From an optimization exercise on the open Yosys and OpenROAD flow, aimed at small area and a short achievable clock period; shortcuts taken in it are not production practice. Function was checked by simulation only, so behaviour that the tests miss may differ from the original. Power is estimated from default activity; no workload was simulated.

## mini_core
module mini_core (
    input  wire logic            clk,
    input  wire logic            rst,
    input  wire logic            instr_valid,
    input  wire logic [31:0]     instr,
    input  wire logic [4:0]      debug_addr,
    output logic                 retire_valid,
    output logic      [4:0]      retire_rd,
    output logic      [XLEN-1:0] retire_data,
    output logic                 retire_illegal,
    output logic      [XLEN-1:0] debug_data
);
    logic [4:0]      rs1_addr;
    logic [4:0]      rs2_addr;
    logic [XLEN-1:0] rs1_data;
    logic [XLEN-1:0] rs2_data;
    logic            rs1_off;
    logic            rs2_off;
    logic            rs1_en;
    logic            rs2_en;
    logic            rs1_fwd;
    logic            rs2_fwd;
    logic [XLEN-1:0] fwd_data;
    logic [XLEN-1:0] imm;
    logic            dec_valid;
    logic            dec_wen;
    logic            dec_illegal;
    logic [4:0]      dec_rd;
    logic            dec_fwd1;
    logic            dec_fwd2;
    logic [XLEN-1:0] dec_op_a;
    logic [XLEN-1:0] dec_op_b;
    logic [CTL_W-1:0] dec_ctl;
    logic            ex_valid;
    logic            ex_wen;
    logic            ex_illegal;
    logic [4:0]      ex_rd;
    logic [XLEN-1:0] ex_result;
    logic            wr_en;
    logic [4:0]      wr_addr;
    logic [XLEN-1:0] wr_data;
  ...
Size: roughly 0.057 mm2 of cells after synthesis.
Settings: LEC_CHECK=0, CAP_MARGIN=20, CORE_MARGIN=2, CORE_UTILIZATION=35, CTS_BUF_LIST=sky130_fd_sc_hd__clkbuf_8, CTS_CLUSTER_DIAMETER=60, CTS_CLUSTER_SIZE=16, PLACE_DENSITY=0.5, SETUP_SLACK_MARGIN=2.8, SLEW_MARGIN=20, SYNTH_HIERARCHICAL=1; clock period 7.5 ns.
standard.sh (not shown) runs the stock make flow with config.mk's settings and CLKGATE_MAP_FILE= SYNTH_SCRIPT=/design/flow/synth_recipe.tcl, a recipe that flattens the netlist after the stock synthesis.
==> flow/flow/run.sh <==
#!/bin/bash
set -euo pipefail
cd "$(dirname "$0")/.."
export CTS_ARGS="-sink_clustering_enable -repair_clock_nets -sink_clustering_size 16 -sink_clustering_max_diameter 60 -buf_list sky130_fd_sc_hd__clkbuf_8 -dont_use_dummy_load"
bash standard.sh > standard.log 2>&1
The first run produced a clean layout.
==> next run, changes <==
==> flow/flow/run.sh (replaced) <==
#!/bin/bash
set -euo pipefail
cd "$(dirname "$0")/.."
export CTS_ARGS="-sink_clustering_enable -repair_clock_nets -sink_clustering_size 12 -sink_clustering_max_diameter 50 -buf_list sky130_fd_sc_hd__clkbuf_8 -dont_use_dummy_load"
bash standard.sh > standard.log 2>&1
--- a/flow/config.mk
+++ b/flow/config.mk
@@ -8,9 +8,9 @@
 export CAP_MARGIN = 20
 export CORE_MARGIN = 2
-export CORE_UTILIZATION = 35
+export CORE_UTILIZATION = 50
 export CTS_BUF_LIST = sky130_fd_sc_hd__clkbuf_8
-export CTS_CLUSTER_DIAMETER = 60
-export CTS_CLUSTER_SIZE = 16
-export PLACE_DENSITY = 0.5
+export CTS_CLUSTER_DIAMETER = 50
+export CTS_CLUSTER_SIZE = 12
+export PLACE_DENSITY = 0.65
 export SETUP_SLACK_MARGIN = 2.8
 export SLEW_MARGIN = 20
Effect:
- The new run produced a clean layout
- first-iteration DRC count went up by 19%
- wire length went down by 7.0%
- core utilization went up by 18 points
- cell count went down by about 9%
- non-clock buffer count went up by 69
- die area went down by 30%
- fmax went down by 2.7%
- setup slack loses 0.14 ns
- total power went up by 2.1%
- hold slack gains 0.0091 ns
- design area went up by 0.30%
==> next run, changes <==
--- a/flow/config.mk
+++ b/flow/config.mk
@@ -8,9 +8,9 @@
 export CAP_MARGIN = 20
 export CORE_MARGIN = 2
-export CORE_UTILIZATION = 50
+export CORE_UTILIZATION = 35
 export CTS_BUF_LIST = sky130_fd_sc_hd__clkbuf_8
 export CTS_CLUSTER_DIAMETER = 50
 export CTS_CLUSTER_SIZE = 12
-export PLACE_DENSITY = 0.65
+export PLACE_DENSITY = 0.5
 export SETUP_SLACK_MARGIN = 2.8
 export SLEW_MARGIN = 20
What happened:
- final area increases slightly
- final cell count grows by roughly a tenth
- sequential share of layout area fell by 0.26 points

## separate check: timing with driven ports
How much do the figures lean on ideal ports? The routed layouts below were timed once more, with nothing changed but the port constraints.
Step 1 assumes that a clkbuf_16 drives the clock port and a buf_2 every other input.
Step 2 times the ports against the registers' clock, not the clock port: input delays grow and output delays shrink by t, the midpoint of the rising clock arrivals with the driver on.
a / b / c = no drivers / after step 1 / after step 2; a / b = the first two.
| run | shift t [ns] | setup slack, ns | worst hold slack (ns) | latest minus earliest clock arrival (ns) | cell pins on the clock port's net |
|---|---|---|---|---|---|
| the first run | 0.913 | 2.395 / 2.293 / 1.905 | 0.329 / 0.329 / 0.329 | 0.103 / 0.104 | 1 |
| the second run | 0.889 | 2.254 / 2.191 / 1.745 | 0.338 / 0.338 / 0.338 | 0.095 / 0.094 | 1 |
| the third run | 0.980 | 2.455 / 2.349 / 1.834 | 0.325 / 0.325 / 0.325 | 0.089 / 0.089 | 1 |
After both steps setup and hold are still met in every run listed. The setup slack of the third run, which loses most, moves by -0.106 ns with the drivers and by -0.621 ns with both steps.
